This design comes from an exercise in tuning for small area and a short achievable clock period on the open sky130 flow, not from production work. Power is estimated from default activity; no workload was simulated.

==> inputs of run X <==
// tdisto_accum
module tdisto_accum (
  input  logic        clk,
  input  logic        rst_n,
  input  logic        start,
  input  logic [15:0] tlambda,
  input  logic [31:0] sum_a,
  input  logic        done_a,
  input  logic [31:0] sum_b,
  input  logic        done_b,
  output logic        busy,
  output logic [31:0] disto,
  output logic        disto_valid,
  output logic        err
);
==> flow/config.mk <==
export PLATFORM = sky130hd
export DESIGN_NAME = tdisto_accum
export DESIGN_NICKNAME = tdisto_accum
export VERILOG_FILES = /design/flow/design.v
export SDC_FILE = /design/flow/constraint.sdc
export NUM_CORES = 4
export LEC_CHECK = 0
export CAP_MARGIN = 20
export CORE_MARGIN = 2
export CORE_UTILIZATION = 60
export SETUP_SLACK_MARGIN = 2.5
export SLEW_MARGIN = 20
==> flow/constraint.sdc <==
create_clock -name core_clock -period 7.0 [get_ports {clk}]
set_input_delay 1.4000 -clock core_clock [delete_from_list [all_inputs] [get_ports {clk}]]
set_output_delay 1.4000 -clock core_clock [all_outputs]
set_load 0.01 [all_outputs]
standard.sh (not shown) runs the stock make flow with config.mk's settings and CLKGATE_MAP_FILE= SYNTH_SCRIPT=/design/flow/synth_recipe.tcl, a recipe that flattens the netlist after the stock synthesis.
==> flow/flow/run.sh <==
#!/bin/bash
# The standard layout, with plain buffers on the ports instead of the
# delay-cell buffers that buffer_ports picks by default.
set -euo pipefail
export BUFFER_PORTS_ARGS="-buffer_cell sky130_fd_sc_hd__buf_1"
bash standard.sh finish > standard_flow.log 2>&1
==> inputs of run M, as changes to run X <==
--- a/flow/design.v
+++ b/flow/design.v
@@ -18,79 +18,72 @@
   localparam logic [1:0] S_OUT  = 2'd3;
   function automatic logic [2:0] booth(input logic [2:0] b);
     booth[0] = b[1] ^ b[0];
     booth[1] = (b[2] & ~b[1] & ~b[0]) | (~b[2] & b[1] & b[0]);
     booth[2] = b[2] & ~(b[1] & b[0]);
   endfunction
   logic [1:0]  state_q;
   logic        pend_a_q, pend_b_q;
+  logic        vld_q;
   logic [4:0]  cnt_q;
   logic        busy_q, disto_valid_q, err_q;
   logic [31:0] disto_q;
-  logic [15:0] tl_q;
+  logic [15:5] tl_q;
   logic [2:0]  neg_q, two_q, one_q;
-  logic [31:0] v_q;
+  logic [31:0] sa_q, sb_q;
   logic [30:0] acc_q;
+  logic [32:0] r_q;
   logic [3:0]  l_q;
   logic in_acc, in_mul, in_out;
   assign in_acc = (state_q == S_ACC);
   assign in_mul = (state_q == S_MUL);
   assign in_out = (state_q == S_OUT);
   logic consume;
   assign consume = in_acc & pend_a_q & pend_b_q;
-  logic        a_wait, b_wait, a_next, b_next;
-  logic [31:0] a_op, b_op;
+  logic        cap_a, cap_b;
+  logic [31:0] sa_d, sb_d;
   logic [32:0] diff;
   logic [27:0] dq;
   logic        zq;
-  assign a_wait = pend_a_q & ~pend_b_q;
-  assign b_wait = pend_b_q & ~pend_a_q;
-  assign a_op   = a_wait ? v_q : sum_a;
-  assign b_op   = b_wait ? v_q : sum_b;
-  assign diff   = {a_op[31], a_op} - {b_op[31], b_op};
-  assign a_next = done_a | a_wait;
-  assign b_next = done_b | b_wait;
-  assign dq     = v_q[27:0];
-  assign zq     = v_q[28];
+  assign cap_a = done_a & (~pend_a_q | pend_b_q);
+  assign cap_b = done_b & (~pend_b_q | pend_a_q);
+  assign sa_d  = cap_a ? sum_a : sa_q;
+  assign sb_d  = cap_b ? sum_b : sb_q;
+  assign diff  = {sa_d[31], sa_d} - {sb_d[31], sb_d};
   logic        dneg;
   logic [27:0] mag_x;
   logic        mag_c;
   assign dneg  = dq[27];
   assign mag_x = dq ^ {28{dneg}};
   assign mag_c = dneg & zq;
   logic [31:0] acc_sum2;
   logic [30:0] acc_sum;
   assign acc_sum2 = {acc_q, mag_c} + {3'd0, mag_x, mag_c};
   assign acc_sum  = acc_sum2[31:1];
   logic [2:0] d0_s1, d1_s1, d2_s1, d0_s2, d1_s2, d2_s2, d0_s3, d1_s3, d2_s3;
-  logic [2:0] d0_s1q, d1_s1q, d2_s1q;
   assign d0_s1 = booth({tlambda[1:0], 1'b0});
   assign d1_s1 = booth(tlambda[3:1]);
   assign d2_s1 = booth(tlambda[5:3]);
-  assign d0_s1q = booth({tl_q[1:0], 1'b0});
-  assign d1_s1q = booth(tl_q[3:1]);
-  assign d2_s1q = booth(tl_q[5:3]);
   assign d0_s2 = booth(tl_q[7:5]);
   assign d1_s2 = booth(tl_q[9:7]);
   assign d2_s2 = booth(tl_q[11:9]);
   assign d0_s3 = booth(tl_q[13:11]);
   assign d1_s3 = booth(tl_q[15:13]);
   assign d2_s3 = booth({2'b00, tl_q[15]});
   logic [14:0] k_add;
   assign k_add = {d1_s3[2], 1'b0, d0_s3[2], 1'b0, d2_s2[2], 1'b0, d1_s2[2], 1'b1,
                   d0_s2[2], 1'b0, neg_q[2], 1'b0, neg_q[1], 1'b0, neg_q[0]};
   logic [32:0] addend;
-  assign addend = {v_q[31], v_q};
-  logic [31:0] ax, ax2, pp0, pp1, pp2;
+  assign addend = in_acc ? {18'd0, k_add} : r_q;
+  logic [31:0] ax, pp0, pp1, pp2;
   assign ax  = {1'b0, acc_q};
-  assign ax2 = {ax[30:0], 1'b0};
-  assign pp0 = (({32{one_q[0]}} & ax) | ({32{two_q[0]}} & ax2)) ^ {32{neg_q[0]}};
-  assign pp1 = (({32{one_q[1]}} & ax) | ({32{two_q[1]}} & ax2)) ^ {32{neg_q[1]}};
-  assign pp2 = (({32{one_q[2]}} & ax) | ({32{two_q[2]}} & ax2)) ^ {32{neg_q[2]}};
+  assign pp0 = (({32{one_q[0]}} & ax) | ({32{two_q[0]}} & {ax[30:0], 1'b0})) ^ {32{neg_q[0]}};
+  assign pp1 = (({32{one_q[1]}} & ax) | ({32{two_q[1]}} & {ax[30:0], 1'b0})) ^ {32{neg_q[1]}};
+  assign pp2 = (({32{one_q[2]}} & ax) | ({32{two_q[2]}} & {ax[30:0], 1'b0})) ^ {32{neg_q[2]}};
   logic fs0, fc0;
   logic fs1, fc1;
   logic fs2, fc2;
   logic fs3, fc3;
   logic fs4, fc4;
   logic fs5, fc5;
   logic fs6, fc6;
   logic fs7, fc7;
@@ -273,57 +266,47 @@
   assign fs60 = 1'b1 ^ pp1[31] ^ pp2[29];
   assign fc60 = (1'b1 & pp1[31]) | (1'b1 & pp2[29]) | (pp1[31] & pp2[29]);
   assign fs61 = fc58 ^ fs60 ^ fc59;
   assign fc61 = (fc58 & fs60) | (fc58 & fc59) | (fs60 & fc59);
   assign fs62 = ~neg_q[1] ^ pp2[30] ^ fc60;
   assign fc62 = (~neg_q[1] & pp2[30]) | (~neg_q[1] & fc60) | (pp2[30] & fc60);
   assign fs63 = 1'b1 ^ pp2[31] ^ fc62;
   assign fc63 = (1'b1 & pp2[31]) | (1'b1 & fc62) | (pp2[31] & fc62);
-  logic [37:0] row_s, row_c, x;
-  assign row_s = {1'b1, ~neg_q[2], fs63, fc61, fs61, fc57, fc55, fc53, fc51, fc49, fc47, fc45, fc43, fc41, fc39, fc37, fc35, fc33, fc31, fc29, fc27, fc25, fc23, fc21, fc19, fc17, fc15, fc13, fc11, fc9, fc7, fc5, fc3, fs3, fc0, fs0, addend[1], addend[0]};
-  assign row_c = {1'b0, fc63, 1'b0, fs62, 1'b0, fs59, fs57, fs55, fs53, fs51, fs49, fs47, fs45, fs43, fs41, fs39, fs37, fs35, fs33, fs31, fs29, fs27, fs25, fs23, fs21, fs19, fs17, fs15, fs13, fs11, fs9, fs7, fs5, 1'b0, fs1, 1'b0, pp0[1], pp0[0]};
+  logic [38:0] row_s, row_c, x;
+  assign row_s = {1'b1, 1'b1, ~neg_q[2], fs63, fc61, fs61, fc57, fc55, fc53, fc51, fc49, fc47, fc45, fc43, fc41, fc39, fc37, fc35, fc33, fc31, fc29, fc27, fc25, fc23, fc21, fc19, fc17, fc15, fc13, fc11, fc9, fc7, fc5, fc3, fs3, fc0, fs0, addend[1], addend[0]};
+  assign row_c = {1'b0, 1'b0, fc63, 1'b0, fs62, 1'b0, fs59, fs57, fs55, fs53, fs51, fs49, fs47, fs45, fs43, fs41, fs39, fs37, fs35, fs33, fs31, fs29, fs27, fs25, fs23, fs21, fs19, fs17, fs15, fs13, fs11, fs9, fs7, fs5, 1'b0, fs1, 1'b0, pp0[1], pp0[0]};
   assign x = row_s + row_c;
-  logic [6:0] hs, hc, hx;
-  logic       c28, nz0, nz1, sat;
-  assign hs  = row_s[34:28];
-  assign hc  = row_c[34:28];
+  logic [10:0] hs, hc, hx;
+  logic        c28, nz0, nz1, sat;
+  assign hs  = row_s[38:28];
+  assign hc  = row_c[38:28];
   assign hx  = hs ^ hc;
   assign c28 = x[28] ^ row_s[28] ^ row_c[28];
-  assign nz0 = (hx != {hs[5:0] | hc[5:0], 1'b0});
+  assign nz0 = (hx != {hs[9:0] | hc[9:0], 1'b0});
   assign nz1 = ~&hx;
   assign sat = c28 ? nz1 : nz0;
   logic [31:0] disto_res;
   assign disto_res = {x[27:0], l_q} | {32{sat}};
   logic acc_done;
-  assign acc_done = in_acc & cnt_q[4];
-  logic [2:0] dig0_d, dig1_d, dig2_d;
-  always_comb begin
-    if (start) begin
-      dig0_d = d0_s1;  dig1_d = d1_s1;  dig2_d = d2_s1;
-    end else if (acc_done) begin
-      dig0_d = d0_s2;  dig1_d = d1_s2;  dig2_d = d2_s2;
-    end else if (in_mul) begin
-      dig0_d = d0_s3;  dig1_d = d1_s3;  dig2_d = d2_s3;
-    end else begin
-      dig0_d = d0_s1q; dig1_d = d1_s1q; dig2_d = d2_s1q;
-    end
-  end
+  assign acc_done = in_acc & vld_q & cnt_q[4];
   always_ff @(posedge clk) begin
     if (!rst_n) begin
       state_q       <= S_IDLE;
       pend_a_q      <= 1'b0;
       pend_b_q      <= 1'b0;
+      vld_q         <= 1'b0;
       busy_q        <= 1'b0;
       disto_valid_q <= 1'b0;
       err_q         <= 1'b0;
       disto_q       <= 32'd0;
     end else begin
       busy_q        <= start | (state_q != S_IDLE);
       disto_valid_q <= ~start & in_out;
+      vld_q         <= ~start & consume;
       if (start) begin
         state_q  <= S_ACC;
         pend_a_q <= 1'b0;
         pend_b_q <= 1'b0;
         err_q    <= 1'b0;
       end else begin
         case (state_q)
           S_ACC: begin
@@ -339,31 +322,41 @@
             disto_q <= disto_res;
           end
           default: ;
         endcase
       end
     end
   end
   always_ff @(posedge clk) begin
-    if (start) tl_q <= tlambda;
-    {neg_q[0], two_q[0], one_q[0]} <= dig0_d;
-    {neg_q[1], two_q[1], one_q[1]} <= dig1_d;
-    {neg_q[2], two_q[2], one_q[2]} <= dig2_d;
-    if (cnt_q[4])            v_q <= x[37:6];
-    else if (consume & (cnt_q[3:0] == 4'd15)) v_q <= {17'd0, k_add};
-    else if (a_next & b_next) v_q <= {3'd0, ~|diff[4:0], diff[32:5]};
-    else if (a_next)         v_q <= a_op;
-    else                     v_q <= b_op;
+    if (start) tl_q <= tlambda[15:5];
+    if (start) begin
+      {neg_q[0], two_q[0], one_q[0]} <= d0_s1;
+      {neg_q[1], two_q[1], one_q[1]} <= d1_s1;
+      {neg_q[2], two_q[2], one_q[2]} <= d2_s1;
+    end else if (acc_done) begin
+      {neg_q[0], two_q[0], one_q[0]} <= d0_s2;
+      {neg_q[1], two_q[1], one_q[1]} <= d1_s2;
+      {neg_q[2], two_q[2], one_q[2]} <= d2_s2;
+    end else if (in_mul) begin
+      {neg_q[0], two_q[0], one_q[0]} <= d0_s3;
+      {neg_q[1], two_q[1], one_q[1]} <= d1_s3;
+      {neg_q[2], two_q[2], one_q[2]} <= d2_s3;
+    end
+    sa_q <= sa_d;
+    sb_q <= sb_d;
+    dq   <= diff[32:5];
+    zq   <= ~|diff[4:0];
     if (start) begin
       acc_q <= 31'd0;
       cnt_q <= 5'd0;
     end else if (consume & ~cnt_q[4]) begin
       acc_q <= acc_sum;
       cnt_q <= cnt_q + 5'd1;
     end
+    r_q <= x[38:6];
     l_q <= x[5:2];
   end
   assign busy        = busy_q;
   assign disto       = disto_q;
   assign disto_valid = disto_valid_q;
   assign err         = err_q;
 endmodule
==> inputs of run R, as changes to run X <==
--- a/flow/design.v
+++ b/flow/design.v
@@ -23,16 +23,17 @@
   endfunction
   logic [1:0]  state_q;
   logic        pend_a_q, pend_b_q;
   logic [4:0]  cnt_q;
   logic        busy_q, disto_valid_q, err_q;
   logic [31:0] disto_q;
   logic [15:0] tl_q;
   logic [2:0]  neg_q, two_q, one_q;
+  logic [2:0]  negn_q, twon_q, onen_q;
   logic [31:0] v_q;
   logic [30:0] acc_q;
   logic [3:0]  l_q;
   logic in_acc, in_mul, in_out;
   assign in_acc = (state_q == S_ACC);
   assign in_mul = (state_q == S_MUL);
   assign in_out = (state_q == S_OUT);
   logic consume;
@@ -74,23 +75,26 @@
   assign d2_s2 = booth(tl_q[11:9]);
   assign d0_s3 = booth(tl_q[13:11]);
   assign d1_s3 = booth(tl_q[15:13]);
   assign d2_s3 = booth({2'b00, tl_q[15]});
   logic [14:0] k_add;
   assign k_add = {d1_s3[2], 1'b0, d0_s3[2], 1'b0, d2_s2[2], 1'b0, d1_s2[2], 1'b1,
                   d0_s2[2], 1'b0, neg_q[2], 1'b0, neg_q[1], 1'b0, neg_q[0]};
   logic [32:0] addend;
-  assign addend = {v_q[31], v_q};
+  assign addend = in_acc ? {18'd0, k_add} : {v_q[31], v_q};
   logic [31:0] ax, ax2, pp0, pp1, pp2;
   assign ax  = {1'b0, acc_q};
   assign ax2 = {ax[30:0], 1'b0};
-  assign pp0 = (({32{one_q[0]}} & ax) | ({32{two_q[0]}} & ax2)) ^ {32{neg_q[0]}};
-  assign pp1 = (({32{one_q[1]}} & ax) | ({32{two_q[1]}} & ax2)) ^ {32{neg_q[1]}};
-  assign pp2 = (({32{one_q[2]}} & ax) | ({32{two_q[2]}} & ax2)) ^ {32{neg_q[2]}};
+  assign pp0[15:0]  = (({16{one_q[0]}} & ax[15:0]) | ({16{two_q[0]}} & ax2[15:0])) ^ {16{neg_q[0]}};
+  assign pp1[15:0]  = (({16{one_q[1]}} & ax[15:0]) | ({16{two_q[1]}} & ax2[15:0])) ^ {16{neg_q[1]}};
+  assign pp2[15:0]  = (({16{one_q[2]}} & ax[15:0]) | ({16{two_q[2]}} & ax2[15:0])) ^ {16{neg_q[2]}};
+  assign pp0[31:16] = (({16{~onen_q[0]}} & ax[31:16]) | ({16{~twon_q[0]}} & ax2[31:16])) ^ {16{~negn_q[0]}};
+  assign pp1[31:16] = (({16{~onen_q[1]}} & ax[31:16]) | ({16{~twon_q[1]}} & ax2[31:16])) ^ {16{~negn_q[1]}};
+  assign pp2[31:16] = (({16{~onen_q[2]}} & ax[31:16]) | ({16{~twon_q[2]}} & ax2[31:16])) ^ {16{~negn_q[2]}};
   logic fs0, fc0;
   logic fs1, fc1;
   logic fs2, fc2;
   logic fs3, fc3;
   logic fs4, fc4;
   logic fs5, fc5;
   logic fs6, fc6;
   logic fs7, fc7;
@@ -343,18 +347,20 @@
       end
     end
   end
   always_ff @(posedge clk) begin
     if (start) tl_q <= tlambda;
     {neg_q[0], two_q[0], one_q[0]} <= dig0_d;
     {neg_q[1], two_q[1], one_q[1]} <= dig1_d;
     {neg_q[2], two_q[2], one_q[2]} <= dig2_d;
+    {negn_q[0], twon_q[0], onen_q[0]} <= ~dig0_d;
+    {negn_q[1], twon_q[1], onen_q[1]} <= ~dig1_d;
+    {negn_q[2], twon_q[2], onen_q[2]} <= ~dig2_d;
     if (cnt_q[4])            v_q <= x[37:6];
-    else if (consume & (cnt_q[3:0] == 4'd15)) v_q <= {17'd0, k_add};
     else if (a_next & b_next) v_q <= {3'd0, ~|diff[4:0], diff[32:5]};
     else if (a_next)         v_q <= a_op;
     else                     v_q <= b_op;
     if (start) begin
       acc_q <= 31'd0;
       cnt_q <= 5'd0;
     end else if (consume & ~cnt_q[4]) begin
       acc_q <= acc_sum;
==> run summary <==
metric	run R	run X	run M
Non-filler cells in the finished layout	2213	2154	2219
Clock-pin slew on the worst setup and hold paths	0.07 ns	0.07 ns	0.06 ns
Max frequency	227 MHz	226 MHz	221 MHz
Reported leakage power	7.12 nW	6.65 nW	7.60 nW
Register area	0.00312 sq mm	0.00291 sq mm	0.00473 sq mm
Total power of the final layout	5.31 mW	4.80 mW	7.40 mW
Count of filler cells inserted in the layout	2149	2049	2110
Unique cell type count in the Yosys netlist	80	81	82
Share of cells above drive strength 1	11.0%	9.48%	10.9%
Cell area reported after detailed placement	0.0152 sq mm	0.0150 sq mm	0.0164 sq mm
Clk tree area frac	3.66%	3.47%	5.05%
Routed met3 length	2110 um	2840 um	1660 um
Multi-input combinational area share	66.3%	67.8%	57.8%
Area share of and/or/nand/nor cells after synthesis	13.7%	13.4%	9.97%
Core Region	0.0241 sq mm	0.0235 sq mm	0.0259 sq mm
Post-synthesis net count	2038	2006	2006
Average cell area after synthesis	8.19 sq um	8.20 sq um	8.99 sq um
Buffers outside the clock class	170	151	167
Period minus WS final	4.41 ns	4.43 ns	4.53 ns
Fraction of synthesized area in multiplexers	5.29%	4.04%	4.64%
Result of the run	no timing/DRC/antenna violations	no timing/DRC/antenna violations	no timing/DRC/antenna violations
Pin count of the biggest net entering global routing	49	74	69
Via count	13700	13700	12500
Function was not checked in any run of this note: the RTL went through the layout flow alone.

## what the ideal ports hide
In the flow no input, the clock included, has a driving cell. The finished layouts below were timed again as built, in two steps.
Step 1: set_driving_cell puts a clkbuf_16 on clk and a buf_2 on each other input, an assumption about the parent block.
Step 2 adds t to the input delays and takes it off the output delays; t is the mean of the earliest and latest rising clock arrival at the registers after step 1. Input paths then give back, and output paths get back, about the clock's delay inside the block.
Three values: ideal ports, drivers, drivers and shift; two values: the first two.
run	shift t [ns]	setup slack, ns	worst hold slack (ns)	latest minus earliest clock arrival (ns)	worst slew at a driven data input, ns
run X	0.493	2.575 / 2.575 / 2.359	0.485 / 0.485 / 0.485	0.015 / 0.015	0.05
run M	0.581	2.468 / 2.468 / 2.220	0.426 / 0.426 / 0.426	0.017 / 0.017	0.04
run R	0.486	2.589 / 2.589 / 2.525	0.421 / 0.421 / 0.421	0.016 / 0.016	0.05
After both steps setup and hold are still met in every run listed. The setup slack of run M, which loses most, moves by 0.000 ns with the drivers and by -0.248 ns with both steps.
